This is an optimization exercise on Yosys and OpenROAD, whose aim is small area, not a production implementation. Only simulation tests tie the RTL to the original design; equivalence was not proved.

[flow/config.mk]
export PLATFORM = sky130hd
export DESIGN_NAME = conv_core
export DESIGN_NICKNAME = conv_core
export VERILOG_FILES = /design/flow/design.v
export SDC_FILE = /design/flow/constraint.sdc
export NUM_CORES = 4
export LEC_CHECK = 0
export CAP_MARGIN = 20
export CORE_MARGIN = 2
export CORE_UTILIZATION = 40
export CTS_CLUSTER_DIAMETER = 100
export CTS_CLUSTER_SIZE = 20
export SLEW_MARGIN = 20
[flow/constraint.sdc]
create_clock -name core_clock -period 10.0 [get_ports {clk}]
set_input_delay 2.0000 -clock core_clock [delete_from_list [all_inputs] [get_ports {clk}]]
set_output_delay 2.0000 -clock core_clock [all_outputs]
set_load 0.01 [all_outputs]
[flow/design.v]
`timescale 1ns/1ps
`default_nettype none
module booth_mac (
  input  wire [7:0]  b_one,
  input  wire [7:0]  b_two,
  input  wire [7:0]  b_neg,
  input  wire [15:0] w,
  input  wire [31:0] base,
  output wire [31:0] sum
);
  wire pp0_0;
  assign pp0_0 = (b_one[0] & w[0]) ^ b_neg[0];
  wire pp0_1;
  assign pp0_1 = ((b_one[0] & w[1]) | (b_two[0] & w[0])) ^ b_neg[0];
  wire pp0_2;
  assign pp0_2 = ((b_one[0] & w[2]) | (b_two[0] & w[1])) ^ b_neg[0];
  wire pp0_3;
  assign pp0_3 = ((b_one[0] & w[3]) | (b_two[0] & w[2])) ^ b_neg[0];
  wire pp0_4;
  assign pp0_4 = ((b_one[0] & w[4]) | (b_two[0] & w[3])) ^ b_neg[0];
  wire pp0_5;
  assign pp0_5 = ((b_one[0] & w[5]) | (b_two[0] & w[4])) ^ b_neg[0];
  wire pp0_6;
  assign pp0_6 = ((b_one[0] & w[6]) | (b_two[0] & w[5])) ^ b_neg[0];
  wire pp0_7;
  assign pp0_7 = ((b_one[0] & w[7]) | (b_two[0] & w[6])) ^ b_neg[0];
  wire pp0_8;
  assign pp0_8 = ((b_one[0] & w[8]) | (b_two[0] & w[7])) ^ b_neg[0];
  wire pp0_9;
  assign pp0_9 = ((b_one[0] & w[9]) | (b_two[0] & w[8])) ^ b_neg[0];
  wire pp0_10;
  assign pp0_10 = ((b_one[0] & w[10]) | (b_two[0] & w[9])) ^ b_neg[0];
  wire pp0_11;
  assign pp0_11 = ((b_one[0] & w[11]) | (b_two[0] & w[10])) ^ b_neg[0];
  wire pp0_12;
  assign pp0_12 = ((b_one[0] & w[12]) | (b_two[0] & w[11])) ^ b_neg[0];
  wire pp0_13;
  assign pp0_13 = ((b_one[0] & w[13]) | (b_two[0] & w[12])) ^ b_neg[0];
  wire pp0_14;
  assign pp0_14 = ((b_one[0] & w[14]) | (b_two[0] & w[13])) ^ b_neg[0];
  wire pp0_15;
  assign pp0_15 = ((b_one[0] & w[15]) | (b_two[0] & w[14])) ^ b_neg[0];
  wire pp0_16;
  assign pp0_16 = ~(((b_one[0] | b_two[0]) & w[15]) ^ b_neg[0]);
  wire pp1_0;
  assign pp1_0 = (b_one[1] & w[0]) ^ b_neg[1];
  wire pp1_1;
  assign pp1_1 = ((b_one[1] & w[1]) | (b_two[1] & w[0])) ^ b_neg[1];
  wire pp1_2;
  assign pp1_2 = ((b_one[1] & w[2]) | (b_two[1] & w[1])) ^ b_neg[1];
  wire pp1_3;
  assign pp1_3 = ((b_one[1] & w[3]) | (b_two[1] & w[2])) ^ b_neg[1];
  wire pp1_4;
  assign pp1_4 = ((b_one[1] & w[4]) | (b_two[1] & w[3])) ^ b_neg[1];
  wire pp1_5;
  assign pp1_5 = ((b_one[1] & w[5]) | (b_two[1] & w[4])) ^ b_neg[1];
  wire pp1_6;
  assign pp1_6 = ((b_one[1] & w[6]) | (b_two[1] & w[5])) ^ b_neg[1];
  wire pp1_7;
  assign pp1_7 = ((b_one[1] & w[7]) | (b_two[1] & w[6])) ^ b_neg[1];
  wire pp1_8;
  assign pp1_8 = ((b_one[1] & w[8]) | (b_two[1] & w[7])) ^ b_neg[1];
  wire pp1_9;
  assign pp1_9 = ((b_one[1] & w[9]) | (b_two[1] & w[8])) ^ b_neg[1];
  wire pp1_10;
  assign pp1_10 = ((b_one[1] & w[10]) | (b_two[1] & w[9])) ^ b_neg[1];
  wire pp1_11;
  assign pp1_11 = ((b_one[1] & w[11]) | (b_two[1] & w[10])) ^ b_neg[1];
  wire pp1_12;
  assign pp1_12 = ((b_one[1] & w[12]) | (b_two[1] & w[11])) ^ b_neg[1];
  wire pp1_13;
  assign pp1_13 = ((b_one[1] & w[13]) | (b_two[1] & w[12])) ^ b_neg[1];
  wire pp1_14;
  assign pp1_14 = ((b_one[1] & w[14]) | (b_two[1] & w[13])) ^ b_neg[1];
  wire pp1_15;
  assign pp1_15 = ((b_one[1] & w[15]) | (b_two[1] & w[14])) ^ b_neg[1];
  wire pp1_16;
  assign pp1_16 = ~(((b_one[1] | b_two[1]) & w[15]) ^ b_neg[1]);
  wire pp2_0;
  assign pp2_0 = (b_one[2] & w[0]) ^ b_neg[2];
  wire pp2_1;
  assign pp2_1 = ((b_one[2] & w[1]) | (b_two[2] & w[0])) ^ b_neg[2];
  wire pp2_2;
  assign pp2_2 = ((b_one[2] & w[2]) | (b_two[2] & w[1])) ^ b_neg[2];
  wire pp2_3;
  assign pp2_3 = ((b_one[2] & w[3]) | (b_two[2] & w[2])) ^ b_neg[2];
  wire pp2_4;
  assign pp2_4 = ((b_one[2] & w[4]) | (b_two[2] & w[3])) ^ b_neg[2];
  wire pp2_5;
  assign pp2_5 = ((b_one[2] & w[5]) | (b_two[2] & w[4])) ^ b_neg[2];
  wire pp2_6;
  assign pp2_6 = ((b_one[2] & w[6]) | (b_two[2] & w[5])) ^ b_neg[2];
  wire pp2_7;
  assign pp2_7 = ((b_one[2] & w[7]) | (b_two[2] & w[6])) ^ b_neg[2];
  wire pp2_8;
  assign pp2_8 = ((b_one[2] & w[8]) | (b_two[2] & w[7])) ^ b_neg[2];
  wire pp2_9;
  assign pp2_9 = ((b_one[2] & w[9]) | (b_two[2] & w[8])) ^ b_neg[2];
  wire pp2_10;
  assign pp2_10 = ((b_one[2] & w[10]) | (b_two[2] & w[9])) ^ b_neg[2];
  wire pp2_11;
  assign pp2_11 = ((b_one[2] & w[11]) | (b_two[2] & w[10])) ^ b_neg[2];
  wire pp2_12;
  assign pp2_12 = ((b_one[2] & w[12]) | (b_two[2] & w[11])) ^ b_neg[2];
  wire pp2_13;
  assign pp2_13 = ((b_one[2] & w[13]) | (b_two[2] & w[12])) ^ b_neg[2];
  wire pp2_14;
  assign pp2_14 = ((b_one[2] & w[14]) | (b_two[2] & w[13])) ^ b_neg[2];
  wire pp2_15;
  assign pp2_15 = ((b_one[2] & w[15]) | (b_two[2] & w[14])) ^ b_neg[2];
  wire pp2_16;
  assign pp2_16 = ~(((b_one[2] | b_two[2]) & w[15]) ^ b_neg[2]);
  wire pp3_0;
  assign pp3_0 = (b_one[3] & w[0]) ^ b_neg[3];
  wire pp3_1;
  assign pp3_1 = ((b_one[3] & w[1]) | (b_two[3] & w[0])) ^ b_neg[3];
  wire pp3_2;
  assign pp3_2 = ((b_one[3] & w[2]) | (b_two[3] & w[1])) ^ b_neg[3];
  wire pp3_3;
  assign pp3_3 = ((b_one[3] & w[3]) | (b_two[3] & w[2])) ^ b_neg[3];
  wire pp3_4;
  assign pp3_4 = ((b_one[3] & w[4]) | (b_two[3] & w[3])) ^ b_neg[3];
  wire pp3_5;
  assign pp3_5 = ((b_one[3] & w[5]) | (b_two[3] & w[4])) ^ b_neg[3];
  wire pp3_6;
  assign pp3_6 = ((b_one[3] & w[6]) | (b_two[3] & w[5])) ^ b_neg[3];
  wire pp3_7;
  assign pp3_7 = ((b_one[3] & w[7]) | (b_two[3] & w[6])) ^ b_neg[3];
  wire pp3_8;
  assign pp3_8 = ((b_one[3] & w[8]) | (b_two[3] & w[7])) ^ b_neg[3];
  wire pp3_9;
  assign pp3_9 = ((b_one[3] & w[9]) | (b_two[3] & w[8])) ^ b_neg[3];
  wire pp3_10;
  assign pp3_10 = ((b_one[3] & w[10]) | (b_two[3] & w[9])) ^ b_neg[3];
  wire pp3_11;
  assign pp3_11 = ((b_one[3] & w[11]) | (b_two[3] & w[10])) ^ b_neg[3];
  wire pp3_12;
  assign pp3_12 = ((b_one[3] & w[12]) | (b_two[3] & w[11])) ^ b_neg[3];
  wire pp3_13;
  assign pp3_13 = ((b_one[3] & w[13]) | (b_two[3] & w[12])) ^ b_neg[3];
  wire pp3_14;
  assign pp3_14 = ((b_one[3] & w[14]) | (b_two[3] & w[13])) ^ b_neg[3];
  wire pp3_15;
  assign pp3_15 = ((b_one[3] & w[15]) | (b_two[3] & w[14])) ^ b_neg[3];
  wire pp3_16;
  assign pp3_16 = ~(((b_one[3] | b_two[3]) & w[15]) ^ b_neg[3]);
  wire pp4_0;
  assign pp4_0 = (b_one[4] & w[0]) ^ b_neg[4];
  wire pp4_1;
  assign pp4_1 = ((b_one[4] & w[1]) | (b_two[4] & w[0])) ^ b_neg[4];
  wire pp4_2;
  assign pp4_2 = ((b_one[4] & w[2]) | (b_two[4] & w[1])) ^ b_neg[4];
  wire pp4_3;
  assign pp4_3 = ((b_one[4] & w[3]) | (b_two[4] & w[2])) ^ b_neg[4];
  wire pp4_4;
  assign pp4_4 = ((b_one[4] & w[4]) | (b_two[4] & w[3])) ^ b_neg[4];
  wire pp4_5;
  assign pp4_5 = ((b_one[4] & w[5]) | (b_two[4] & w[4])) ^ b_neg[4];
  wire pp4_6;
  assign pp4_6 = ((b_one[4] & w[6]) | (b_two[4] & w[5])) ^ b_neg[4];
  wire pp4_7;
  assign pp4_7 = ((b_one[4] & w[7]) | (b_two[4] & w[6])) ^ b_neg[4];
  wire pp4_8;
  assign pp4_8 = ((b_one[4] & w[8]) | (b_two[4] & w[7])) ^ b_neg[4];
  wire pp4_9;
  assign pp4_9 = ((b_one[4] & w[9]) | (b_two[4] & w[8])) ^ b_neg[4];
  wire pp4_10;
  assign pp4_10 = ((b_one[4] & w[10]) | (b_two[4] & w[9])) ^ b_neg[4];
  wire pp4_11;
  assign pp4_11 = ((b_one[4] & w[11]) | (b_two[4] & w[10])) ^ b_neg[4];
  wire pp4_12;
  assign pp4_12 = ((b_one[4] & w[12]) | (b_two[4] & w[11])) ^ b_neg[4];
  wire pp4_13;
  assign pp4_13 = ((b_one[4] & w[13]) | (b_two[4] & w[12])) ^ b_neg[4];
  wire pp4_14;
  assign pp4_14 = ((b_one[4] & w[14]) | (b_two[4] & w[13])) ^ b_neg[4];
  wire pp4_15;
  assign pp4_15 = ((b_one[4] & w[15]) | (b_two[4] & w[14])) ^ b_neg[4];
  wire pp4_16;
  assign pp4_16 = ~(((b_one[4] | b_two[4]) & w[15]) ^ b_neg[4]);
  wire pp5_0;
  assign pp5_0 = (b_one[5] & w[0]) ^ b_neg[5];
  wire pp5_1;
  assign pp5_1 = ((b_one[5] & w[1]) | (b_two[5] & w[0])) ^ b_neg[5];
  wire pp5_2;
  assign pp5_2 = ((b_one[5] & w[2]) | (b_two[5] & w[1])) ^ b_neg[5];
  wire pp5_3;
  assign pp5_3 = ((b_one[5] & w[3]) | (b_two[5] & w[2])) ^ b_neg[5];
  wire pp5_4;
  assign pp5_4 = ((b_one[5] & w[4]) | (b_two[5] & w[3])) ^ b_neg[5];
  wire pp5_5;
  assign pp5_5 = ((b_one[5] & w[5]) | (b_two[5] & w[4])) ^ b_neg[5];
  wire pp5_6;
  assign pp5_6 = ((b_one[5] & w[6]) | (b_two[5] & w[5])) ^ b_neg[5];
  wire pp5_7;
  assign pp5_7 = ((b_one[5] & w[7]) | (b_two[5] & w[6])) ^ b_neg[5];
  wire pp5_8;
  assign pp5_8 = ((b_one[5] & w[8]) | (b_two[5] & w[7])) ^ b_neg[5];
  wire pp5_9;
  assign pp5_9 = ((b_one[5] & w[9]) | (b_two[5] & w[8])) ^ b_neg[5];
  wire pp5_10;
  assign pp5_10 = ((b_one[5] & w[10]) | (b_two[5] & w[9])) ^ b_neg[5];
  wire pp5_11;
  assign pp5_11 = ((b_one[5] & w[11]) | (b_two[5] & w[10])) ^ b_neg[5];
  wire pp5_12;
  assign pp5_12 = ((b_one[5] & w[12]) | (b_two[5] & w[11])) ^ b_neg[5];
  wire pp5_13;
  assign pp5_13 = ((b_one[5] & w[13]) | (b_two[5] & w[12])) ^ b_neg[5];
  wire pp5_14;
  assign pp5_14 = ((b_one[5] & w[14]) | (b_two[5] & w[13])) ^ b_neg[5];
  wire pp5_15;
  assign pp5_15 = ((b_one[5] & w[15]) | (b_two[5] & w[14])) ^ b_neg[5];
  wire pp5_16;
  assign pp5_16 = ~(((b_one[5] | b_two[5]) & w[15]) ^ b_neg[5]);
  wire pp6_0;
  assign pp6_0 = (b_one[6] & w[0]) ^ b_neg[6];
  wire pp6_1;
  assign pp6_1 = ((b_one[6] & w[1]) | (b_two[6] & w[0])) ^ b_neg[6];
  wire pp6_2;
  assign pp6_2 = ((b_one[6] & w[2]) | (b_two[6] & w[1])) ^ b_neg[6];
  wire pp6_3;
  assign pp6_3 = ((b_one[6] & w[3]) | (b_two[6] & w[2])) ^ b_neg[6];
  wire pp6_4;
  assign pp6_4 = ((b_one[6] & w[4]) | (b_two[6] & w[3])) ^ b_neg[6];
  wire pp6_5;
  assign pp6_5 = ((b_one[6] & w[5]) | (b_two[6] & w[4])) ^ b_neg[6];
  wire pp6_6;
  assign pp6_6 = ((b_one[6] & w[6]) | (b_two[6] & w[5])) ^ b_neg[6];
  wire pp6_7;
  assign pp6_7 = ((b_one[6] & w[7]) | (b_two[6] & w[6])) ^ b_neg[6];
  wire pp6_8;
  assign pp6_8 = ((b_one[6] & w[8]) | (b_two[6] & w[7])) ^ b_neg[6];
  wire pp6_9;
  assign pp6_9 = ((b_one[6] & w[9]) | (b_two[6] & w[8])) ^ b_neg[6];
  wire pp6_10;
  assign pp6_10 = ((b_one[6] & w[10]) | (b_two[6] & w[9])) ^ b_neg[6];
  wire pp6_11;
  assign pp6_11 = ((b_one[6] & w[11]) | (b_two[6] & w[10])) ^ b_neg[6];
  wire pp6_12;
  assign pp6_12 = ((b_one[6] & w[12]) | (b_two[6] & w[11])) ^ b_neg[6];
  wire pp6_13;
  assign pp6_13 = ((b_one[6] & w[13]) | (b_two[6] & w[12])) ^ b_neg[6];
  wire pp6_14;
  assign pp6_14 = ((b_one[6] & w[14]) | (b_two[6] & w[13])) ^ b_neg[6];
  wire pp6_15;
  assign pp6_15 = ((b_one[6] & w[15]) | (b_two[6] & w[14])) ^ b_neg[6];
  wire pp6_16;
  assign pp6_16 = ~(((b_one[6] | b_two[6]) & w[15]) ^ b_neg[6]);
  wire pp7_0;
  assign pp7_0 = (b_one[7] & w[0]) ^ b_neg[7];
  wire pp7_1;
  assign pp7_1 = ((b_one[7] & w[1]) | (b_two[7] & w[0])) ^ b_neg[7];
  wire pp7_2;
  assign pp7_2 = ((b_one[7] & w[2]) | (b_two[7] & w[1])) ^ b_neg[7];
  wire pp7_3;
  assign pp7_3 = ((b_one[7] & w[3]) | (b_two[7] & w[2])) ^ b_neg[7];
  wire pp7_4;
  assign pp7_4 = ((b_one[7] & w[4]) | (b_two[7] & w[3])) ^ b_neg[7];
  wire pp7_5;
  assign pp7_5 = ((b_one[7] & w[5]) | (b_two[7] & w[4])) ^ b_neg[7];
  wire pp7_6;
  assign pp7_6 = ((b_one[7] & w[6]) | (b_two[7] & w[5])) ^ b_neg[7];
  wire pp7_7;
  assign pp7_7 = ((b_one[7] & w[7]) | (b_two[7] & w[6])) ^ b_neg[7];
  wire pp7_8;
  assign pp7_8 = ((b_one[7] & w[8]) | (b_two[7] & w[7])) ^ b_neg[7];
  wire pp7_9;
  assign pp7_9 = ((b_one[7] & w[9]) | (b_two[7] & w[8])) ^ b_neg[7];
  wire pp7_10;
  assign pp7_10 = ((b_one[7] & w[10]) | (b_two[7] & w[9])) ^ b_neg[7];
  wire pp7_11;
  assign pp7_11 = ((b_one[7] & w[11]) | (b_two[7] & w[10])) ^ b_neg[7];
  wire pp7_12;
  assign pp7_12 = ((b_one[7] & w[12]) | (b_two[7] & w[11])) ^ b_neg[7];
  wire pp7_13;
  assign pp7_13 = ((b_one[7] & w[13]) | (b_two[7] & w[12])) ^ b_neg[7];
  wire pp7_14;
  assign pp7_14 = ((b_one[7] & w[14]) | (b_two[7] & w[13])) ^ b_neg[7];
  wire pp7_15;
  assign pp7_15 = ((b_one[7] & w[15]) | (b_two[7] & w[14])) ^ b_neg[7];
  wire pp7_16;
  assign pp7_16 = ~(((b_one[7] | b_two[7]) & w[15]) ^ b_neg[7]);
  wire s0;
  wire c0;
  assign s0 = pp0_14 ^ pp1_12;
  assign c0 = pp0_14 & pp1_12;
  wire s1;
  wire c1;
  assign s1 = pp0_15 ^ pp1_13;
  assign c1 = pp0_15 & pp1_13;
  wire s2;
  wire c2;
  assign s2 = pp0_16 ^ pp1_14 ^ pp2_12;
  assign c2 = (pp0_16 & pp1_14) | (pp0_16 & pp2_12) | (pp1_14 & pp2_12);
  wire s3;
  wire c3;
  assign s3 = pp1_15 ^ pp2_13;
  assign c3 = pp1_15 & pp2_13;
  wire s4;
  wire c4;
  assign s4 = pp0_8 ^ pp1_6;
  assign c4 = pp0_8 & pp1_6;
  wire s5;
  wire c5;
  assign s5 = pp0_9 ^ pp1_7;
  assign c5 = pp0_9 & pp1_7;
  wire s6;
  wire c6;
  assign s6 = pp0_10 ^ pp1_8 ^ pp2_6;
  assign c6 = (pp0_10 & pp1_8) | (pp0_10 & pp2_6) | (pp1_8 & pp2_6);
  wire s7;
  wire c7;
  assign s7 = pp3_4 ^ pp4_2;
  assign c7 = pp3_4 & pp4_2;
  wire s8;
  wire c8;
  assign s8 = pp0_11 ^ pp1_9 ^ pp2_7;
  assign c8 = (pp0_11 & pp1_9) | (pp0_11 & pp2_7) | (pp1_9 & pp2_7);
  wire s9;
  wire c9;
  assign s9 = pp3_5 ^ pp4_3;
  assign c9 = pp3_5 & pp4_3;
  wire s10;
  wire c10;
  assign s10 = pp0_12 ^ pp1_10 ^ pp2_8;
  assign c10 = (pp0_12 & pp1_10) | (pp0_12 & pp2_8) | (pp1_10 & pp2_8);
  wire s11;
  wire c11;
  assign s11 = pp3_6 ^ pp4_4 ^ pp5_2;
  assign c11 = (pp3_6 & pp4_4) | (pp3_6 & pp5_2) | (pp4_4 & pp5_2);
  wire s12;
  wire c12;
  assign s12 = pp6_0 ^ b_neg[6];
  assign c12 = pp6_0 & b_neg[6];
  wire s13;
  wire c13;
  assign s13 = pp0_13 ^ pp1_11 ^ pp2_9;
  assign c13 = (pp0_13 & pp1_11) | (pp0_13 & pp2_9) | (pp1_11 & pp2_9);
  wire s14;
  wire c14;
  assign s14 = pp3_7 ^ pp4_5 ^ pp5_3;
  assign c14 = (pp3_7 & pp4_5) | (pp3_7 & pp5_3) | (pp4_5 & pp5_3);
  wire s15;
  wire c15;
  assign s15 = pp6_1 ^ base[13];
  assign c15 = pp6_1 & base[13];
  wire s16;
  wire c16;
  assign s16 = s0 ^ pp2_10 ^ pp3_8;
  assign c16 = (s0 & pp2_10) | (s0 & pp3_8) | (pp2_10 & pp3_8);
  wire s17;
  wire c17;
  assign s17 = pp4_6 ^ pp5_4 ^ pp6_2;
  assign c17 = (pp4_6 & pp5_4) | (pp4_6 & pp6_2) | (pp5_4 & pp6_2);
  wire s18;
  wire c18;
  assign s18 = pp7_0 ^ b_neg[7] ^ base[14];
  assign c18 = (pp7_0 & b_neg[7]) | (pp7_0 & base[14]) | (b_neg[7] & base[14]);
  wire s19;
  wire c19;
  assign s19 = c0 ^ s1 ^ pp2_11;
  assign c19 = (c0 & s1) | (c0 & pp2_11) | (s1 & pp2_11);
  wire s20;
  wire c20;
  assign s20 = pp3_9 ^ pp4_7 ^ pp5_5;
  assign c20 = (pp3_9 & pp4_7) | (pp3_9 & pp5_5) | (pp4_7 & pp5_5);
  wire s21;
  wire c21;
  assign s21 = pp6_3 ^ pp7_1 ^ base[15];
  assign c21 = (pp6_3 & pp7_1) | (pp6_3 & base[15]) | (pp7_1 & base[15]);
  wire s22;
  wire c22;
  assign s22 = c1 ^ s2 ^ pp3_10;
  assign c22 = (c1 & s2) | (c1 & pp3_10) | (s2 & pp3_10);
  wire s23;
  wire c23;
  assign s23 = pp4_8 ^ pp5_6 ^ pp6_4;
  assign c23 = (pp4_8 & pp5_6) | (pp4_8 & pp6_4) | (pp5_6 & pp6_4);
  wire s24;
  wire c24;
  assign s24 = pp7_2 ^ 1'b1 ^ base[16];
  assign c24 = (pp7_2 & 1'b1) | (pp7_2 & base[16]) | (1'b1 & base[16]);
  wire s25;
  wire c25;
  assign s25 = c2 ^ s3 ^ pp3_11;
  assign c25 = (c2 & s3) | (c2 & pp3_11) | (s3 & pp3_11);
  wire s26;
  wire c26;
  assign s26 = pp4_9 ^ pp5_7 ^ pp6_5;
  assign c26 = (pp4_9 & pp5_7) | (pp4_9 & pp6_5) | (pp5_7 & pp6_5);
  wire s27;
  wire c27;
  assign s27 = pp7_3 ^ 1'b1 ^ base[17];
  assign c27 = (pp7_3 & 1'b1) | (pp7_3 & base[17]) | (1'b1 & base[17]);
  wire s28;
  wire c28;
  assign s28 = c3 ^ pp1_16 ^ pp2_14;
  assign c28 = (c3 & pp1_16) | (c3 & pp2_14) | (pp1_16 & pp2_14);
  wire s29;
  wire c29;
  assign s29 = pp3_12 ^ pp4_10 ^ pp5_8;
  assign c29 = (pp3_12 & pp4_10) | (pp3_12 & pp5_8) | (pp4_10 & pp5_8);
  wire s30;
  wire c30;
  assign s30 = pp6_6 ^ pp7_4 ^ base[18];
  assign c30 = (pp6_6 & pp7_4) | (pp6_6 & base[18]) | (pp7_4 & base[18]);
  wire s31;
  wire c31;
  assign s31 = pp2_15 ^ pp3_13 ^ pp4_11;
  assign c31 = (pp2_15 & pp3_13) | (pp2_15 & pp4_11) | (pp3_13 & pp4_11);
  wire s32;
  wire c32;
  assign s32 = pp5_9 ^ pp6_7 ^ pp7_5;
  assign c32 = (pp5_9 & pp6_7) | (pp5_9 & pp7_5) | (pp6_7 & pp7_5);
  wire s33;
  wire c33;
  assign s33 = 1'b1 ^ base[19];
  assign c33 = 1'b1 & base[19];
  wire s34;
  wire c34;
  assign s34 = pp2_16 ^ pp3_14 ^ pp4_12;
  assign c34 = (pp2_16 & pp3_14) | (pp2_16 & pp4_12) | (pp3_14 & pp4_12);
  wire s35;
  wire c35;
  assign s35 = pp5_10 ^ pp6_8 ^ pp7_6;
  assign c35 = (pp5_10 & pp6_8) | (pp5_10 & pp7_6) | (pp6_8 & pp7_6);
  wire s36;
  wire c36;
  assign s36 = pp3_15 ^ pp4_13 ^ pp5_11;
  assign c36 = (pp3_15 & pp4_13) | (pp3_15 & pp5_11) | (pp4_13 & pp5_11);
  wire s37;
  wire c37;
  assign s37 = pp6_9 ^ pp7_7;
  assign c37 = pp6_9 & pp7_7;
  wire s38;
  wire c38;
  assign s38 = pp3_16 ^ pp4_14 ^ pp5_12;
  assign c38 = (pp3_16 & pp4_14) | (pp3_16 & pp5_12) | (pp4_14 & pp5_12);
  wire s39;
  wire c39;
  assign s39 = pp4_15 ^ pp5_13;
  assign c39 = pp4_15 & pp5_13;
  wire s40;
  wire c40;
  assign s40 = pp0_4 ^ pp1_2;
  assign c40 = pp0_4 & pp1_2;
  wire s41;
  wire c41;
  assign s41 = pp0_5 ^ pp1_3;
  assign c41 = pp0_5 & pp1_3;
  wire s42;
  wire c42;
  assign s42 = pp0_6 ^ pp1_4 ^ pp2_2;
  assign c42 = (pp0_6 & pp1_4) | (pp0_6 & pp2_2) | (pp1_4 & pp2_2);
  wire s43;
  wire c43;
  assign s43 = pp3_0 ^ b_neg[3];
  assign c43 = pp3_0 & b_neg[3];
  wire s44;
  wire c44;
  assign s44 = pp0_7 ^ pp1_5 ^ pp2_3;
  assign c44 = (pp0_7 & pp1_5) | (pp0_7 & pp2_3) | (pp1_5 & pp2_3);
  wire s45;
  wire c45;
  assign s45 = pp3_1 ^ base[7];
  assign c45 = pp3_1 & base[7];
  wire s46;
  wire c46;
  assign s46 = s4 ^ pp2_4 ^ pp3_2;
  assign c46 = (s4 & pp2_4) | (s4 & pp3_2) | (pp2_4 & pp3_2);
  wire s47;
  wire c47;
  assign s47 = pp4_0 ^ b_neg[4] ^ base[8];
  assign c47 = (pp4_0 & b_neg[4]) | (pp4_0 & base[8]) | (b_neg[4] & base[8]);
  wire s48;
  wire c48;
  assign s48 = c4 ^ s5 ^ pp2_5;
  assign c48 = (c4 & s5) | (c4 & pp2_5) | (s5 & pp2_5);
  wire s49;
  wire c49;
  assign s49 = pp3_3 ^ pp4_1 ^ base[9];
  assign c49 = (pp3_3 & pp4_1) | (pp3_3 & base[9]) | (pp4_1 & base[9]);
  wire s50;
  wire c50;
  assign s50 = c5 ^ s6 ^ s7;
  assign c50 = (c5 & s6) | (c5 & s7) | (s6 & s7);
  wire s51;
  wire c51;
  assign s51 = pp5_0 ^ b_neg[5] ^ base[10];
  assign c51 = (pp5_0 & b_neg[5]) | (pp5_0 & base[10]) | (b_neg[5] & base[10]);
  wire s52;
  wire c52;
  assign s52 = c6 ^ c7 ^ s8;
  assign c52 = (c6 & c7) | (c6 & s8) | (c7 & s8);
  wire s53;
  wire c53;
  assign s53 = s9 ^ pp5_1 ^ base[11];
  assign c53 = (s9 & pp5_1) | (s9 & base[11]) | (pp5_1 & base[11]);
  wire s54;
  wire c54;
  assign s54 = c8 ^ c9 ^ s10;
  assign c54 = (c8 & c9) | (c8 & s10) | (c9 & s10);
  wire s55;
  wire c55;
  assign s55 = s11 ^ s12 ^ base[12];
  assign c55 = (s11 & s12) | (s11 & base[12]) | (s12 & base[12]);
  wire s56;
  wire c56;
  assign s56 = c10 ^ c11 ^ c12;
  assign c56 = (c10 & c11) | (c10 & c12) | (c11 & c12);
  wire s57;
  wire c57;
  assign s57 = s13 ^ s14 ^ s15;
  assign c57 = (s13 & s14) | (s13 & s15) | (s14 & s15);
  wire s58;
  wire c58;
  assign s58 = c13 ^ c14 ^ c15;
  assign c58 = (c13 & c14) | (c13 & c15) | (c14 & c15);
  wire s59;
  wire c59;
  assign s59 = s16 ^ s17 ^ s18;
  assign c59 = (s16 & s17) | (s16 & s18) | (s17 & s18);
  wire s60;
  wire c60;
  assign s60 = c16 ^ c17 ^ c18;
  assign c60 = (c16 & c17) | (c16 & c18) | (c17 & c18);
  wire s61;
  wire c61;
  assign s61 = s19 ^ s20 ^ s21;
  assign c61 = (s19 & s20) | (s19 & s21) | (s20 & s21);
  wire s62;
  wire c62;
  assign s62 = c19 ^ c20 ^ c21;
  assign c62 = (c19 & c20) | (c19 & c21) | (c20 & c21);
  wire s63;
  wire c63;
  assign s63 = s22 ^ s23 ^ s24;
  assign c63 = (s22 & s23) | (s22 & s24) | (s23 & s24);
  wire s64;
  wire c64;
  assign s64 = c22 ^ c23 ^ c24;
  assign c64 = (c22 & c23) | (c22 & c24) | (c23 & c24);
  wire s65;
  wire c65;
  assign s65 = s25 ^ s26 ^ s27;
  assign c65 = (s25 & s26) | (s25 & s27) | (s26 & s27);
  wire s66;
  wire c66;
  assign s66 = c25 ^ c26 ^ c27;
  assign c66 = (c25 & c26) | (c25 & c27) | (c26 & c27);
  wire s67;
  wire c67;
  assign s67 = s28 ^ s29 ^ s30;
  assign c67 = (s28 & s29) | (s28 & s30) | (s29 & s30);
  wire s68;
  wire c68;
  assign s68 = c28 ^ c29 ^ c30;
  assign c68 = (c28 & c29) | (c28 & c30) | (c29 & c30);
  wire s69;
  wire c69;
  assign s69 = s31 ^ s32 ^ s33;
  assign c69 = (s31 & s32) | (s31 & s33) | (s32 & s33);
  wire s70;
  wire c70;
  assign s70 = c31 ^ c32 ^ c33;
  assign c70 = (c31 & c32) | (c31 & c33) | (c32 & c33);
  wire s71;
  wire c71;
  assign s71 = s34 ^ s35 ^ base[20];
  assign c71 = (s34 & s35) | (s34 & base[20]) | (s35 & base[20]);
  wire s72;
  wire c72;
  assign s72 = c34 ^ c35 ^ s36;
  assign c72 = (c34 & c35) | (c34 & s36) | (c35 & s36);
  wire s73;
  wire c73;
  assign s73 = s37 ^ 1'b1 ^ base[21];
  assign c73 = (s37 & 1'b1) | (s37 & base[21]) | (1'b1 & base[21]);
  wire s74;
  wire c74;
  assign s74 = c36 ^ c37 ^ s38;
  assign c74 = (c36 & c37) | (c36 & s38) | (c37 & s38);
  wire s75;
  wire c75;
  assign s75 = pp6_10 ^ pp7_8 ^ base[22];
  assign c75 = (pp6_10 & pp7_8) | (pp6_10 & base[22]) | (pp7_8 & base[22]);
  wire s76;
  wire c76;
  assign s76 = c38 ^ s39 ^ pp6_11;
  assign c76 = (c38 & s39) | (c38 & pp6_11) | (s39 & pp6_11);
  wire s77;
  wire c77;
  assign s77 = pp7_9 ^ 1'b1 ^ base[23];
  assign c77 = (pp7_9 & 1'b1) | (pp7_9 & base[23]) | (1'b1 & base[23]);
  wire s78;
  wire c78;
  assign s78 = c39 ^ pp4_16 ^ pp5_14;
  assign c78 = (c39 & pp4_16) | (c39 & pp5_14) | (pp4_16 & pp5_14);
  wire s79;
  wire c79;
  assign s79 = pp6_12 ^ pp7_10 ^ base[24];
  assign c79 = (pp6_12 & pp7_10) | (pp6_12 & base[24]) | (pp7_10 & base[24]);
  wire s80;
  wire c80;
  assign s80 = pp5_15 ^ pp6_13 ^ pp7_11;
  assign c80 = (pp5_15 & pp6_13) | (pp5_15 & pp7_11) | (pp6_13 & pp7_11);
  wire s81;
  wire c81;
  assign s81 = 1'b1 ^ base[25];
  assign c81 = 1'b1 & base[25];
  wire s82;
  wire c82;
  assign s82 = pp5_16 ^ pp6_14 ^ pp7_12;
  assign c82 = (pp5_16 & pp6_14) | (pp5_16 & pp7_12) | (pp6_14 & pp7_12);
  wire s83;
  wire c83;
  assign s83 = pp6_15 ^ pp7_13;
  assign c83 = pp6_15 & pp7_13;
  wire s84;
  wire c84;
  assign s84 = pp0_2 ^ pp1_0;
  assign c84 = pp0_2 & pp1_0;
  wire s85;
  wire c85;
  assign s85 = pp0_3 ^ pp1_1;
  assign c85 = pp0_3 & pp1_1;
  wire s86;
  wire c86;
  assign s86 = s40 ^ pp2_0 ^ b_neg[2];
  assign c86 = (s40 & pp2_0) | (s40 & b_neg[2]) | (pp2_0 & b_neg[2]);
  wire s87;
  wire c87;
  assign s87 = c40 ^ s41 ^ pp2_1;
  assign c87 = (c40 & s41) | (c40 & pp2_1) | (s41 & pp2_1);
  wire s88;
  wire c88;
  assign s88 = c41 ^ s42 ^ s43;
  assign c88 = (c41 & s42) | (c41 & s43) | (s42 & s43);
  wire s89;
  wire c89;
  assign s89 = c42 ^ c43 ^ s44;
  assign c89 = (c42 & c43) | (c42 & s44) | (c43 & s44);
  wire s90;
  wire c90;
  assign s90 = c44 ^ c45 ^ s46;
  assign c90 = (c44 & c45) | (c44 & s46) | (c45 & s46);
  wire s91;
  wire c91;
  assign s91 = c46 ^ c47 ^ s48;
  assign c91 = (c46 & c47) | (c46 & s48) | (c47 & s48);
  wire s92;
  wire c92;
  assign s92 = c48 ^ c49 ^ s50;
  assign c92 = (c48 & c49) | (c48 & s50) | (c49 & s50);
  wire s93;
  wire c93;
  assign s93 = c50 ^ c51 ^ s52;
  assign c93 = (c50 & c51) | (c50 & s52) | (c51 & s52);
  wire s94;
  wire c94;
  assign s94 = c52 ^ c53 ^ s54;
  assign c94 = (c52 & c53) | (c52 & s54) | (c53 & s54);
  wire s95;
  wire c95;
  assign s95 = c54 ^ c55 ^ s56;
  assign c95 = (c54 & c55) | (c54 & s56) | (c55 & s56);
  wire s96;
  wire c96;
  assign s96 = c56 ^ c57 ^ s58;
  assign c96 = (c56 & c57) | (c56 & s58) | (c57 & s58);
  wire s97;
  wire c97;
  assign s97 = c58 ^ c59 ^ s60;
  assign c97 = (c58 & c59) | (c58 & s60) | (c59 & s60);
  wire s98;
  wire c98;
  assign s98 = c60 ^ c61 ^ s62;
  assign c98 = (c60 & c61) | (c60 & s62) | (c61 & s62);
  wire s99;
  wire c99;
  assign s99 = c62 ^ c63 ^ s64;
  assign c99 = (c62 & c63) | (c62 & s64) | (c63 & s64);
  wire s100;
  wire c100;
  assign s100 = c64 ^ c65 ^ s66;
  assign c100 = (c64 & c65) | (c64 & s66) | (c65 & s66);
  wire s101;
  wire c101;
  assign s101 = c66 ^ c67 ^ s68;
  assign c101 = (c66 & c67) | (c66 & s68) | (c67 & s68);
  wire s102;
  wire c102;
  assign s102 = c68 ^ c69 ^ s70;
  assign c102 = (c68 & c69) | (c68 & s70) | (c69 & s70);
  wire s103;
  wire c103;
  assign s103 = c70 ^ c71 ^ s72;
  assign c103 = (c70 & c71) | (c70 & s72) | (c71 & s72);
  wire s104;
  wire c104;
  assign s104 = c72 ^ c73 ^ s74;
  assign c104 = (c72 & c73) | (c72 & s74) | (c73 & s74);
  wire s105;
  wire c105;
  assign s105 = c74 ^ c75 ^ s76;
  assign c105 = (c74 & c75) | (c74 & s76) | (c75 & s76);
  wire s106;
  wire c106;
  assign s106 = c76 ^ c77 ^ s78;
  assign c106 = (c76 & c77) | (c76 & s78) | (c77 & s78);
  wire s107;
  wire c107;
  assign s107 = c78 ^ c79 ^ s80;
  assign c107 = (c78 & c79) | (c78 & s80) | (c79 & s80);
  wire s108;
  wire c108;
  assign s108 = c80 ^ c81 ^ s82;
  assign c108 = (c80 & c81) | (c80 & s82) | (c81 & s82);
  wire s109;
  wire c109;
  assign s109 = c82 ^ s83 ^ 1'b1;
  assign c109 = (c82 & s83) | (c82 & 1'b1) | (s83 & 1'b1);
  wire s110;
  wire c110;
  assign s110 = c83 ^ pp6_16 ^ pp7_14;
  assign c110 = (c83 & pp6_16) | (c83 & pp7_14) | (pp6_16 & pp7_14);
  wire s111;
  wire c111;
  assign s111 = pp7_15 ^ 1'b1;
  assign c111 = pp7_15 & 1'b1;
  wire s112;
  wire c112;
  assign s112 = pp0_0 ^ b_neg[0];
  assign c112 = pp0_0 & b_neg[0];
  wire s113;
  wire c113;
  assign s113 = pp0_1 ^ base[1];
  assign c113 = pp0_1 & base[1];
  wire s114;
  wire c114;
  assign s114 = s84 ^ b_neg[1] ^ base[2];
  assign c114 = (s84 & b_neg[1]) | (s84 & base[2]) | (b_neg[1] & base[2]);
  wire s115;
  wire c115;
  assign s115 = c84 ^ s85 ^ base[3];
  assign c115 = (c84 & s85) | (c84 & base[3]) | (s85 & base[3]);
  wire s116;
  wire c116;
  assign s116 = c85 ^ s86 ^ base[4];
  assign c116 = (c85 & s86) | (c85 & base[4]) | (s86 & base[4]);
  wire s117;
  wire c117;
  assign s117 = c86 ^ s87 ^ base[5];
  assign c117 = (c86 & s87) | (c86 & base[5]) | (s87 & base[5]);
  wire s118;
  wire c118;
  assign s118 = c87 ^ s88 ^ base[6];
  assign c118 = (c87 & s88) | (c87 & base[6]) | (s88 & base[6]);
  wire s119;
  wire c119;
  assign s119 = c88 ^ s89 ^ s45;
  assign c119 = (c88 & s89) | (c88 & s45) | (s89 & s45);
  wire s120;
  wire c120;
  assign s120 = c89 ^ s90 ^ s47;
  assign c120 = (c89 & s90) | (c89 & s47) | (s90 & s47);
  wire s121;
  wire c121;
  assign s121 = c90 ^ s91 ^ s49;
  assign c121 = (c90 & s91) | (c90 & s49) | (s91 & s49);
  wire s122;
  wire c122;
  assign s122 = c91 ^ s92 ^ s51;
  assign c122 = (c91 & s92) | (c91 & s51) | (s92 & s51);
  wire s123;
  wire c123;
  assign s123 = c92 ^ s93 ^ s53;
  assign c123 = (c92 & s93) | (c92 & s53) | (s93 & s53);
  wire s124;
  wire c124;
  assign s124 = c93 ^ s94 ^ s55;
  assign c124 = (c93 & s94) | (c93 & s55) | (s94 & s55);
  wire s125;
  wire c125;
  assign s125 = c94 ^ s95 ^ s57;
  assign c125 = (c94 & s95) | (c94 & s57) | (s95 & s57);
  wire s126;
  wire c126;
  assign s126 = c95 ^ s96 ^ s59;
  assign c126 = (c95 & s96) | (c95 & s59) | (s96 & s59);
  wire s127;
  wire c127;
  assign s127 = c96 ^ s97 ^ s61;
  assign c127 = (c96 & s97) | (c96 & s61) | (s97 & s61);
  wire s128;
  wire c128;
  assign s128 = c97 ^ s98 ^ s63;
  assign c128 = (c97 & s98) | (c97 & s63) | (s98 & s63);
  wire s129;
  wire c129;
  assign s129 = c98 ^ s99 ^ s65;
  assign c129 = (c98 & s99) | (c98 & s65) | (s99 & s65);
  wire s130;
  wire c130;
  assign s130 = c99 ^ s100 ^ s67;
  assign c130 = (c99 & s100) | (c99 & s67) | (s100 & s67);
  wire s131;
  wire c131;
  assign s131 = c100 ^ s101 ^ s69;
  assign c131 = (c100 & s101) | (c100 & s69) | (s101 & s69);
  wire s132;
  wire c132;
  assign s132 = c101 ^ s102 ^ s71;
  assign c132 = (c101 & s102) | (c101 & s71) | (s102 & s71);
  wire s133;
  wire c133;
  assign s133 = c102 ^ s103 ^ s73;
  assign c133 = (c102 & s103) | (c102 & s73) | (s103 & s73);
  wire s134;
  wire c134;
  assign s134 = c103 ^ s104 ^ s75;
  assign c134 = (c103 & s104) | (c103 & s75) | (s104 & s75);
  wire s135;
  wire c135;
  assign s135 = c104 ^ s105 ^ s77;
  assign c135 = (c104 & s105) | (c104 & s77) | (s105 & s77);
  wire s136;
  wire c136;
  assign s136 = c105 ^ s106 ^ s79;
  assign c136 = (c105 & s106) | (c105 & s79) | (s106 & s79);
  wire s137;
  wire c137;
  assign s137 = c106 ^ s107 ^ s81;
  assign c137 = (c106 & s107) | (c106 & s81) | (s107 & s81);
  wire s138;
  wire c138;
  assign s138 = c107 ^ s108 ^ base[26];
  assign c138 = (c107 & s108) | (c107 & base[26]) | (s108 & base[26]);
  wire s139;
  wire c139;
  assign s139 = c108 ^ s109 ^ base[27];
  assign c139 = (c108 & s109) | (c108 & base[27]) | (s109 & base[27]);
  wire s140;
  wire c140;
  assign s140 = c109 ^ s110 ^ base[28];
  assign c140 = (c109 & s110) | (c109 & base[28]) | (s110 & base[28]);
  wire s141;
  wire c141;
  assign s141 = c110 ^ s111 ^ base[29];
  assign c141 = (c110 & s111) | (c110 & base[29]) | (s111 & base[29]);
  wire s142;
  wire c142;
  assign s142 = c111 ^ pp7_16 ^ base[30];
  assign c142 = (c111 & pp7_16) | (c111 & base[30]) | (pp7_16 & base[30]);
  wire s143;
  wire c143;
  assign s143 = 1'b1 ^ base[31];
  assign c143 = 1'b1 & base[31];
  wire [31:0] ra = {c142, c141, c140, c139, c138, c137, c136, c135, c134, c133, c132, c131, c130, c129, c128, c127, c126, c125, c124, c123, c122, c121, c120, c119, c118, c117, c116, c115, c114, c113, c112, s112};
  wire [31:0] rb = {s143, s142, s141, s140, s139, s138, s137, s136, s135, s134, s133, s132, s131, s130, s129, s128, s127, s126, s125, s124, s123, s122, s121, s120, s119, s118, s117, s116, s115, s114, s113, base[0]};
  wire [31:0] g0 = ra & rb;
  wire [31:0] p0 = ra ^ rb;
  wire bg0 = g0[1] | (p0[1] & g0[0]);
  wire bp0 = p0[1] & p0[0];
  wire bg1 = g0[3] | (p0[3] & g0[2]);
  wire bp1 = p0[3] & p0[2];
  wire bg2 = g0[5] | (p0[5] & g0[4]);
  wire bp2 = p0[5] & p0[4];
  wire bg3 = g0[7] | (p0[7] & g0[6]);
  wire bp3 = p0[7] & p0[6];
  wire bg4 = g0[9] | (p0[9] & g0[8]);
  wire bp4 = p0[9] & p0[8];
  wire bg5 = g0[11] | (p0[11] & g0[10]);
  wire bp5 = p0[11] & p0[10];
  wire bg6 = g0[13] | (p0[13] & g0[12]);
  wire bp6 = p0[13] & p0[12];
  wire bg7 = g0[15] | (p0[15] & g0[14]);
  wire bp7 = p0[15] & p0[14];
  wire bg8 = g0[17] | (p0[17] & g0[16]);
  wire bp8 = p0[17] & p0[16];
  wire bg9 = g0[19] | (p0[19] & g0[18]);
  wire bp9 = p0[19] & p0[18];
  wire bg10 = g0[21] | (p0[21] & g0[20]);
  wire bp10 = p0[21] & p0[20];
  wire bg11 = g0[23] | (p0[23] & g0[22]);
  wire bp11 = p0[23] & p0[22];
  wire bg12 = g0[25] | (p0[25] & g0[24]);
  wire bp12 = p0[25] & p0[24];
  wire bg13 = g0[27] | (p0[27] & g0[26]);
  wire bp13 = p0[27] & p0[26];
  wire bg14 = g0[29] | (p0[29] & g0[28]);
  wire bp14 = p0[29] & p0[28];
  wire bg15 = g0[31] | (p0[31] & g0[30]);
  wire bp15 = p0[31] & p0[30];
  wire bg16 = bg1 | (bp1 & bg0);
  wire bp16 = bp1 & bp0;
  wire bg17 = bg3 | (bp3 & bg2);
  wire bp17 = bp3 & bp2;
  wire bg18 = bg5 | (bp5 & bg4);
  wire bp18 = bp5 & bp4;
  wire bg19 = bg7 | (bp7 & bg6);
  wire bp19 = bp7 & bp6;
  wire bg20 = bg9 | (bp9 & bg8);
  wire bp20 = bp9 & bp8;
  wire bg21 = bg11 | (bp11 & bg10);
  wire bp21 = bp11 & bp10;
  wire bg22 = bg13 | (bp13 & bg12);
  wire bp22 = bp13 & bp12;
  wire bg23 = bg15 | (bp15 & bg14);
  wire bp23 = bp15 & bp14;
  wire bg24 = bg17 | (bp17 & bg16);
  wire bp24 = bp17 & bp16;
  wire bg25 = bg19 | (bp19 & bg18);
  wire bp25 = bp19 & bp18;
  wire bg26 = bg21 | (bp21 & bg20);
  wire bp26 = bp21 & bp20;
  wire bg27 = bg23 | (bp23 & bg22);
  wire bp27 = bp23 & bp22;
  wire bg28 = bg25 | (bp25 & bg24);
  wire bp28 = bp25 & bp24;
  wire bg29 = bg27 | (bp27 & bg26);
  wire bp29 = bp27 & bp26;
  wire bg30 = bg29 | (bp29 & bg28);
  wire bp30 = bp29 & bp28;
  wire bg31 = bg26 | (bp26 & bg28);
  wire bp31 = bp26 & bp28;
  wire bg32 = bg18 | (bp18 & bg24);
  wire bp32 = bp18 & bp24;
  wire bg33 = bg20 | (bp20 & bg28);
  wire bp33 = bp20 & bp28;
  wire bg34 = bg22 | (bp22 & bg31);
  wire bp34 = bp22 & bp31;
  wire bg35 = bg2 | (bp2 & bg16);
  wire bp35 = bp2 & bp16;
  wire bg36 = bg4 | (bp4 & bg24);
  wire bp36 = bp4 & bp24;
  wire bg37 = bg6 | (bp6 & bg32);
  wire bp37 = bp6 & bp32;
  wire bg38 = bg8 | (bp8 & bg28);
  wire bp38 = bp8 & bp28;
  wire bg39 = bg10 | (bp10 & bg33);
  wire bp39 = bp10 & bp33;
  wire bg40 = bg12 | (bp12 & bg31);
  wire bp40 = bp12 & bp31;
  wire bg41 = bg14 | (bp14 & bg34);
  wire bp41 = bp14 & bp34;
  wire bg42 = g0[2] | (p0[2] & bg0);
  wire bp42 = p0[2] & bp0;
  wire bg43 = g0[4] | (p0[4] & bg16);
  wire bp43 = p0[4] & bp16;
  wire bg44 = g0[6] | (p0[6] & bg35);
  wire bp44 = p0[6] & bp35;
  wire bg45 = g0[8] | (p0[8] & bg24);
  wire bp45 = p0[8] & bp24;
  wire bg46 = g0[10] | (p0[10] & bg36);
  wire bp46 = p0[10] & bp36;
  wire bg47 = g0[12] | (p0[12] & bg32);
  wire bp47 = p0[12] & bp32;
  wire bg48 = g0[14] | (p0[14] & bg37);
  wire bp48 = p0[14] & bp37;
  wire bg49 = g0[16] | (p0[16] & bg28);
  wire bp49 = p0[16] & bp28;
  wire bg50 = g0[18] | (p0[18] & bg38);
  wire bp50 = p0[18] & bp38;
  wire bg51 = g0[20] | (p0[20] & bg33);
  wire bp51 = p0[20] & bp33;
  wire bg52 = g0[22] | (p0[22] & bg39);
  wire bp52 = p0[22] & bp39;
  wire bg53 = g0[24] | (p0[24] & bg31);
  wire bp53 = p0[24] & bp31;
  wire bg54 = g0[26] | (p0[26] & bg40);
  wire bp54 = p0[26] & bp40;
  wire bg55 = g0[28] | (p0[28] & bg34);
  wire bp55 = p0[28] & bp34;
  wire bg56 = g0[30] | (p0[30] & bg41);
  wire bp56 = p0[30] & bp41;
  assign sum[0] = p0[0];
  assign sum[1] = p0[1] ^ g0[0];
  assign sum[2] = p0[2] ^ bg0;
  assign sum[3] = p0[3] ^ bg42;
  assign sum[4] = p0[4] ^ bg16;
  assign sum[5] = p0[5] ^ bg43;
  assign sum[6] = p0[6] ^ bg35;
  assign sum[7] = p0[7] ^ bg44;
  assign sum[8] = p0[8] ^ bg24;
  assign sum[9] = p0[9] ^ bg45;
  assign sum[10] = p0[10] ^ bg36;
  assign sum[11] = p0[11] ^ bg46;
  assign sum[12] = p0[12] ^ bg32;
  assign sum[13] = p0[13] ^ bg47;
  assign sum[14] = p0[14] ^ bg37;
  assign sum[15] = p0[15] ^ bg48;
  assign sum[16] = p0[16] ^ bg28;
  assign sum[17] = p0[17] ^ bg49;
  assign sum[18] = p0[18] ^ bg38;
  assign sum[19] = p0[19] ^ bg50;
  assign sum[20] = p0[20] ^ bg33;
  assign sum[21] = p0[21] ^ bg51;
  assign sum[22] = p0[22] ^ bg39;
  assign sum[23] = p0[23] ^ bg52;
  assign sum[24] = p0[24] ^ bg31;
  assign sum[25] = p0[25] ^ bg53;
  assign sum[26] = p0[26] ^ bg40;
  assign sum[27] = p0[27] ^ bg54;
  assign sum[28] = p0[28] ^ bg34;
  assign sum[29] = p0[29] ^ bg55;
  assign sum[30] = p0[30] ^ bg41;
  assign sum[31] = p0[31] ^ bg56;
endmodule
`default_nettype wire
`timescale 1ns/1ps
`default_nettype none
module conv_core (
  input  wire                                  clk,
  input  wire                                  rst_n,
  input  wire [16-1:0]               ifmap_dat,
  input  wire                                  ifmap_vld,
  input  wire [16-1:0]              weights_dat,
  input  wire                                  weights_vld,
  output wire [4*32-1:0]  ofmap_dat,
  output wire                                  ofmap_vld
);
  localparam integer D  = 11;    
  localparam integer NS = 7;     
  reg  [3:0]   widx;           
  reg          wloaded;        
  reg  [15:0]  wr0 [0:3];
  reg  [15:0]  wr1 [0:3];
  reg  [15:0]  wr2 [0:3];
  reg  [15:0]  wr3 [0:3];
  always @(posedge clk or negedge rst_n) begin
    if (!rst_n) begin
      widx    <= 4'd0;
      wloaded <= 1'b0;
    end else if (weights_vld) begin
      widx <= widx + 4'd1;
      if (widx == 4'd15) wloaded <= 1'b1;
    end
  end
  reg  [15:0]  dl_d [0:D-1];
  reg  [D-1:0] dl_v;
  integer k;
  always @(posedge clk) begin
    dl_d[0] <= ifmap_dat;
    for (k = 1; k < D; k = k + 1) dl_d[k] <= dl_d[k-1];
  end
  always @(posedge clk or negedge rst_n) begin
    if (!rst_n) dl_v <= {D{1'b0}};
    else        dl_v <= {dl_v[D-2:0], ifmap_vld};
  end
  wire        pv = dl_v[D-1];                   
  wire [15:0] px = dl_d[D-1] & {16{wloaded && pv}};   
  wire [16:0] pxe = {px, 1'b0};
  wire [7:0]  b_one, b_two, b_neg;
  genvar j;
  generate
    for (j = 0; j < 8; j = j + 1) begin : g_enc
      assign b_one[j] = pxe[2*j+1] ^ pxe[2*j];
      assign b_two[j] = (pxe[2*j+2] & ~pxe[2*j+1] & ~pxe[2*j]) |
                        (~pxe[2*j+2] & pxe[2*j+1] & pxe[2*j]);
      assign b_neg[j] = pxe[2*j+2];
    end
  endgenerate
  reg  [4:0]   pcnt;           
  wire         pfirst = (pcnt[1:0] == 2'd0);
  wire         plast  = (pcnt[1:0] == 2'd3);
  wire         pbank  = pv && (pcnt == 5'd31);
  always @(posedge clk or negedge rst_n) begin
    if (!rst_n) pcnt <= 5'd0;
    else if (pv) pcnt <= pcnt + 5'd1;
  end
  genvar c;
  reg  [31:0]  acc  [0:3];
  wire [127:0] sum;
  generate
    for (c = 0; c < 4; c = c + 1) begin : g_col
      wire wload = weights_vld && (widx[1:0] == c);
      always @(posedge clk) begin
        if (wload || pv) begin
          wr0[c] <= wload ? weights_dat : wr3[c];
          wr1[c] <= wr0[c];
          wr2[c] <= wr1[c];
          wr3[c] <= wr2[c];
        end
      end
      wire [31:0] base = pfirst ? 32'd0 : acc[c];
      booth_mac u_mac (
        .b_one (b_one),
        .b_two (b_two),
        .b_neg (b_neg),
        .w     (wr3[c]),
        .base  (base),
        .sum   (sum[32*c +: 32])
      );
      always @(posedge clk) begin
        acc[c] <= sum[32*c +: 32];    
      end
    end
  endgenerate
  reg  [127:0]   slot [0:NS-1];
  reg  [NS-1:0]  wp, rp;
  reg  [2:0]     ocnt;
  reg            oact;
  reg  [127:0]   rd;
  integer        s;
  always @(posedge clk) begin
    for (s = 0; s < NS; s = s + 1)
      if (pv && plast && wp[s]) slot[s] <= sum;
  end
  always @(*) begin
    rd = 128'd0;
    for (s = 0; s < NS; s = s + 1)
      rd = rd | (slot[s] & {128{rp[s]}});
  end
  always @(posedge clk or negedge rst_n) begin
    if (!rst_n) begin
      wp   <= {{(NS-1){1'b0}}, 1'b1};
      rp   <= {{(NS-1){1'b0}}, 1'b1};
      ocnt <= 3'd0;
      oact <= 1'b0;
    end else begin
      if (pv && plast) wp <= {wp[NS-2:0], wp[NS-1]};
      if (ofmap_vld) begin
        rp   <= {rp[NS-2:0], rp[NS-1]};
        ocnt <= ocnt + 3'd1;
        oact <= (ocnt != 3'd7);
      end
    end
  end
  assign ofmap_vld = pbank || oact;
  assign ofmap_dat = rd;
endmodule
`default_nettype wire
[flow/flow/run.sh]
#!/bin/bash
set -e
cp standard.sh standard_sh_copy.log
export CTS_ARGS="-sink_clustering_enable -repair_clock_nets -sink_clustering_size 20 -sink_clustering_max_diameter 100 -dont_use_dummy_load"
export BUFFER_PORTS_ARGS="-buffer_cell sky130_fd_sc_hd__buf_1"
bash standard.sh > standard_flow.log 2>&1
[flow/standard.sh]
#!/bin/bash
# synth_recipe.tcl (not shown) runs the flow's synth.tcl, then flattens the netlist and writes it again
# the make line also repeats each setting of config.mk as NAME=value (left out here)
make -C /OpenROAD-flow-scripts/flow DESIGN_CONFIG=/design/flow/config.mk WORK_HOME=/design/flow/orfs CLKGATE_MAP_FILE= SYNTH_SCRIPT=/design/flow/synth_recipe.tcl "${@:-finish}"
==> flow_metrics.tcl, run 1 <==
set metrics [dict create \
    status "timing/DRC/antenna clean" \
    crit_arrival_ns 9.02 \
    routedWlPerCell_um 24.34 \
    synthCells 5612 \
    fin_crit_sh_pct 85.61 \
    cts_tree "yes" \
    multi_input_area_um2 30400 \
    synth_mux_area_share_pct 1.941 \
    io-pin-count 165 \
    htree_levels 3 \
    crit_type "reg -> reg" \
    finalCriticalPeriod_ns 8.561 \
    tightestPinTransition_ns 1.002 \
    synth.cell_area_um2 75920 \
    ff2ff_path_depth 21 \
    synthXorXnorAreaFrac_pct 6.529 \
    die_height_um 439.7 \
    firstDrtPassIters 6 \
    synthAdderAreaFrac_pct 17.05 \
    slew_violations 0 \
    die-area_um2 193300 \
    cts_buffer_depth 3 \
    io_buffer_count 164 \
    synth_top_family_by_area "adder cells" \
    synth_top_cells_by_count "edfxtp_1, a22oi_1, inv_1" \
    synthToLayoutAreaGrowth_pct 7.416 \
    drc 0 \
    syn_nets 6377 \
    top_layer "met5" \
    grt_pass1_vias 45844 \
    ys_seq_elements 1495 \
    postCtsSetupRepairBufs 0 \
    clock_latency_ns 0.74 \
    cp_top_family "adder cells" \
    synth_cell_type_count 56 \
    numCtsBuffers 90 \
    wl_met1_um 87600 \
    synth_top_area_cell "edfxtp_1" \
    dp_hpwl_um 125900 \
    start_util_pct 40.34 \
    postCtsHoldBufs 0 \
    stdcell_area_um2 81550 \
    yosysTopAreaCellShare_pct 45.56 \
    async_reset_ff_share_pct 2.609 \
    drt_iter0_drc 4648 \
    synth_most_common_cell "edfxtp_1" \
    grt_first_pass_wirelength_um 295600 \
    crit_buf_inv 2 \
    setup_tns_ns 0 \
    synth_seq_area_share_pct 54.87 \
    grt_max_degree 114 \
    drive_gt1_share_pct 5.805 \
    num_vias 44814 \
    skew_ns 0.09205 \
    cp_slowest_cell "nor2_4" \
    cpMostUsedCell "fa_1" \
    hold_path.class "reg -> reg" \
    cap_violations 0 \
    routed_wl_um 195800 \
    synth_flop_cell "edfxtp_1" \
    drtAntennaViolNets 0 \
    antenna_found_initial 23 \
    fin_nets 6314 \
    die_w_um 439.7 \
    avgViaCountPerCell 5.570 \
    cts.clk_slew.worst_paths_ns 0.08 \
    fin_hold_ws_ns 0.2865 \
    root_buffer "clkbuf_16" \
    row_count 159 \
    ctsResizeCount 0 \
    fillCellCount 17162 \
    start_kind "flip-flop" \
    worstSetupEndpointType "flip-flop" \
    cp.required_ns 10.46 \
    yosys-top-cells-area "edfxtp_1, fa_1, dfxtp_1, a22oi_1, xnor2_1" \
    grt_overflow_total 0 \
    gp_congestion 0.8667 \
    wl_met2_um 86190 \
    synth_warnings 15 \
    crit_fanout 27 \
    yosys.area_share.simple_pct 3.380 \
    syn_avg_cell_area_um2 13.53 \
    grt_use_total_pct 20.20 \
    rsz0062_at_grt "false" \
    area.sequential_um2 41690 \
    dr_wl_met3_um 17180 \
    whs_path_depth 0 \
    clock-sinks 1495 \
    hold_violations 0 \
    synth_edf_count 1152 \
    crit_chain "nand2_4 -> nor2_4 -> buf_4 -> a22oi_1 -> xnor2_1 -> fa_1 -> fa_1 -> fa_1 -> inv_1 -> fa_1 -> ha_1 -> a21o_1 -> a31oi_1 -> nor2_1 -> a211oi_1 -> a21o_1 -> o21ai_1 -> a31o_1 -> fa_1 -> xor2_1 -> xnor2_1" \
    slew_headroom_pct 33.18 \
    setup_viol 0 \
    core_um2 188200 \
    synth-compound-area-share_pct 10.86 \
    slowest_delay_ns 0.83 \
    dpl_cell_area_um2 79280 \
    cp.depth 21 \
    clock.fmax_mhz 116.8 \
]
[cells by family (layout without fill, tap and decap cells)]
family | Yosys count | in the layout
AO/OA/AOI/OAI | 1093 | 1093
flip-flops | 1495 | 1495
XOR/XNOR | 566 | 566
AND/OR/NAND/NOR | 511 | 511
other | 0 | 4
buffers and inverters | 1076 | 1011
multiplexers | 138 | 138
adder cells (fa/ha/maj) | 733 | 733
[routing by layer]
metal  track usage, %  up-vias
li1                 -    19693
met1            29.53    22999
met2            30.50     1849
met3            4.230      247
met4            5.303       26
met5                0        -
[placed cells by master (no fill, tap or decap), types with 68 or more instances in the layout]
master     instances
nand3_1          135
inv_1            650
a22oi_1          713
dfxtp_1          302
xor2_1           186
mux2_2            74
ha_1             224
a21oi_1           68
nor2_1            69
nor2b_1           77
edfxtp_1        1152
buf_1            163
clkbuf_16         90
a222oi_1         128
fa_1             504
buf_4             87
nand2_1          105
xnor2_1          380
[metrics by stage]
| stage | std cells | worst slack (ns) | util (%) |
|---|---|---|---|
| finish | 8046 | 1.439 | 43.33 |
| global route | 8043 | 0.9696 | 43.33 |
| CTS | 8041 | 1.438 | 43.32 |
| detailed placement | 7951 | 1.465 | 42.13 |
| global placement | 7951 | 1.588 | 42.13 |
| floorplan | 5612 | 3.365 | - |
[worst paths after layout]
| kind | from | endpoint | slack, ns |
|---|---|---|---|
| max | dl_v[10] | slot[6][31] | 1.44 |
| min in group asynchronous | rst_n | widx[2] | 1.35 |
| max reg2reg | dl_v[10] | slot[6][31] | 1.44 |
| min reg2reg | dl_d[9][15] | dl_d[10][15] | 0.29 |
| min | dl_d[9][15] | dl_d[10][15] | 0.29 |
| max in group asynchronous | rst_n | rp[2] | 8.12 |
[sequential cells by signal, summed over array words and instances, names as in the netlist]
name     flops
wp           7
acc        128
wr3         64
rp           7
dl_d       176
dl_v        11
pcnt         5
wr2         64
oact         1
widx         4
slot       896
wr1         64
wloaded      1
ocnt         3
wr0         64
[worst register-to-register path: stages (launching register included)]
cell      delay, ns
dfrtp_1        0.81
nand2_4        0.54
nor2_4         0.83
buf_4          0.41
a22oi_1        0.12
xnor2_1        0.20
fa_1           0.53
fa_1           0.52
fa_1           0.55
inv_1          0.05
fa_1           0.45
ha_1           0.37
a21o_1         0.18
a31oi_1        0.22
nor2_1         0.06
a211oi_1       0.69
a21o_1         0.33
o21ai_1        0.16
a31o_1         0.26
fa_1           0.43
xor2_1         0.16
xnor2_1        0.44
[area by class of cell]
| type | count | area share, % |
|---|---|---|
| clock buffer | 90 | 2.762 |
| tap | 2495 | 3.828 |
| sequential | 1495 | 51.12 |
| antenna | 4 | 0.01227 |
| multi-input combinational | 3041 | 37.28 |
| inverter | 652 | 3.001 |
| timing repair buffer | 269 | 1.999 |
==> run 2: changes to the inputs <==
==> flow/run.sh (new file) <==
#!/bin/bash
# synth_recipe.tcl (not shown) runs the flow's synth.tcl, then flattens the netlist and writes it again
# the make line also repeats each setting of config.mk as NAME=value (left out here)
make -C /OpenROAD-flow-scripts/flow DESIGN_CONFIG=/design/flow/config.mk WORK_HOME=/design/flow/orfs CLKGATE_MAP_FILE= SYNTH_SCRIPT=/design/flow/synth_recipe.tcl finish
removed: flow/flow/run.sh
removed: flow/standard.sh
==> run 2 against run 1 <==
  * Still clean
  * Critical path depth rose by 1
  * Hold slack gained 0.026 ns
  * Fmax up 0.50%
  * Largest cell class unchanged
==> flow_metrics.tcl, run 2 <==
set metrics [dict create \
    status "timing/DRC/antenna clean" \
    cts_tree "yes" \
    cap_violations 0 \
    numCtsBuffers 89 \
    synth.cell_area_um2 75920 \
    drc 0 \
    mostFrequentLayoutCell "edfxtp_1" \
    synth_flop_cell "edfxtp_1" \
    die_height_um 439.7 \
    fin_hold_ws_ns 0.3125 \
    start_kind "flip-flop" \
    clock-sinks 1495 \
    root_buffer "clkbuf_16" \
    synth_warnings 15 \
    reg.largest.list "slot x896, dl_d x176, acc x128" \
    firstDrtPassIters 9 \
    synth_top_area_cell "edfxtp_1" \
    stdcell_count 8101 \
    cts.clk_slew.worst_paths_ns 0.08 \
    clock.fmax_mhz 117.4 \
    crit_arrival_ns 9.00 \
    regMostFlops "slot" \
    largest_register_ffs 896 \
    die-area_um2 193300 \
    grt_use_total_pct 20.23 \
    gp_congestion 0.8484 \
    ctsResizeCount 0 \
    crit_type "reg -> reg" \
    synthToLayoutAreaGrowth_pct 9.128 \
    clock_latency_ns 0.76 \
    grt_overflow_total 0 \
    drtAntennaViolNets 0 \
    synth_top_cells_by_count "edfxtp_1, a22oi_1, inv_1" \
    start_util_pct 40.34 \
    grt_max_degree 113 \
    synth_most_common_cell "edfxtp_1" \
    postCtsHoldBufs 0 \
    async_reset_ff_share_pct 2.609 \
    slew_violations 0 \
    antenna_found_initial 13 \
    grt_pass1_vias 45341 \
    drive_gt1_share_pct 5.852 \
    io_buffer_count 164 \
    postCtsSetupRepairBufs 0 \
    fillCellCount 16938 \
    dp_hpwl_um 126600 \
    routed_wl_um 195900 \
    syn_avg_cell_area_um2 13.53 \
    synth_edf_count 1152 \
    die_w_um 439.7 \
    avgViaCountPerCell 5.529 \
    fin_crit_sh_pct 85.18 \
    skew_ns 0.03471 \
    htree_levels 3 \
    finalCriticalPeriod_ns 8.518 \
    cts_buffer_depth 3 \
    yosys-top-cells-area "edfxtp_1, fa_1, dfxtp_1, a22oi_1, xnor2_1" \
    synth_seq_area_share_pct 54.87 \
    rsz0062_at_grt "false" \
    tightestPinTransition_ns 1.146 \
    drt_iter0_drc 5031 \
    synthCells 5612 \
    placed_cells 7943 \
    slew_headroom_pct 23.57 \
    hold_path.class "reg -> reg" \
    row_count 159 \
    cp.required_ns 10.48 \
    final_cell_mix "edfxtp_1, a22oi_1, inv_1" \
    io-pin-count 165 \
    core_um2 188200 \
    crit_fanout 32 \
    yosysTopAreaCellShare_pct 45.56 \
    num_vias 44788 \
    setup_viol 0 \
    ys_seq_elements 1495 \
    synth_cell_type_count 56 \
    routedWlPerCell_um 24.18 \
    worstSetupEndpointType "flip-flop" \
    setup_tns_ns 0 \
    grt_first_pass_wirelength_um 295600 \
    hold_violations 0 \
    syn_nets 6377 \
    fin_nets 6304 \
]
-- run 2: layer usage --
layer | up-vias | track usage [%] | wire (µm)
li1 | 19747 | - | -
met1 | 23092 | 30.33 | 89480
met2 | 1723 | 30.84 | 88080
met3 | 212 | 2.915 | 14280
met4 | 14 | 4.966 | 3974
met5 | - | 0 | 92
-- run 2: area by class of cell --
| class | instances | area [µm²] | area share (%) |
|---|---|---|---|
| tap | 2495 | 3122 | 3.768 |
| timing repair buffer | 260 | 2497 | 3.014 |
| clock inverter | 14 | 220.2 | 0.2658 |
| sequential | 1495 | 41690 | 50.32 |
| inverter | 652 | 2447 | 2.954 |
| antenna | 1 | 2.502 | 0.003020 |
| multi-input combinational | 3041 | 30400 | 36.69 |
| clock buffer | 143 | 2472 | 2.984 |
-- run 2: logic make-up after synthesis --
logic type / Yosys count / share of synthesized area [%]
xor+xnor: 566 / 6.529
fa+ha+maj: 733 / 17.05
buf+inv: 1076 / 5.369
simple gates: 511 / 3.380
mux: 138 / 1.941
compound gates: 1093 / 10.86
flops: 1495 / 54.87
-- run 2: worst paths after layout --
path	startpoint	end	slack [ns]	cells past startpoint
max in group asynchronous	rst_n	rp[4]	8.29	1
min reg2reg	dl_d[7][7]	dl_d[8][7]	0.31	0
max reg2reg	dl_v[10]	slot[6][31]	1.48	22
min	dl_d[7][7]	dl_d[8][7]	0.31	0
max	dl_v[10]	slot[6][31]	1.48	22
min in group asynchronous	rst_n	widx[0]	1.23	1
-- run 2: worst max-delay path, stage by stage (launching register included) --
cell and delay [ns]:
dfrtp_1 0.81, and2_2 0.39, buf_4 0.47, nand2_1 0.17
inv_2 0.75, buf_4 0.35, xnor2_1 0.13, fa_1 0.55
inv_1 0.05, fa_1 0.40, fa_1 0.51, inv_1 0.05
fa_1 0.47, ha_1 0.37, a21oi_1 0.14, o21ai_0 0.11
a211oi_1 0.68, a21o_1 0.33, o21ai_1 0.17, a31o_1 0.28
fa_1 0.44, xor2_1 0.16, xnor2_1 0.43
-- run 2: through the flow --
stage / utilization (%) / instance area (µm²) / setup slack [ns]
finish: 44.02 / 82850 / 1.482
global placement: 42.59 / 80150 / 1.770
floorplan: - / 75920 / 3.365
CTS: 44.02 / 82850 / 1.562
detailed placement: 42.59 / 80150 / 1.613
global route: 44.02 / 82850 / 1.102

## re-timing with driven ports
In the flow no input, the clock included, has a driving cell. The finished layouts below were timed again as built, in two steps.
Step 1 (the two cells are an assumption about what drives the block):
set clk [get_ports {clk}]
set_driving_cell -lib_cell sky130_fd_sc_hd__clkbuf_16 $clk
set_driving_cell -lib_cell sky130_fd_sc_hd__buf_2 [delete_from_list [all_inputs] $clk]
Step 2 adds t to the input delays and takes it off the output delays; t is the mean of the earliest and latest rising clock arrival at the registers after step 1. Input paths then give back, and output paths get back, about the clock's delay inside the block.
a / b / c = ideal / step 1 / step 2; a / b = the first two.
run	shift t [ns]	setup WS [ns]	worst hold slack (ns)	latest minus earliest clock arrival (ns)	worst register clock-pin slew, ns
run 1	0.771	1.439 / 1.439 / 1.439	0.287 / 0.287 / 0.287	0.098 / 0.098	0.09 / 0.09
run 2	0.823	1.482 / 1.482 / 1.482	0.312 / 0.312 / 0.312	0.045 / 0.045	0.10 / 0.10
After both steps every run listed still meets setup and hold.
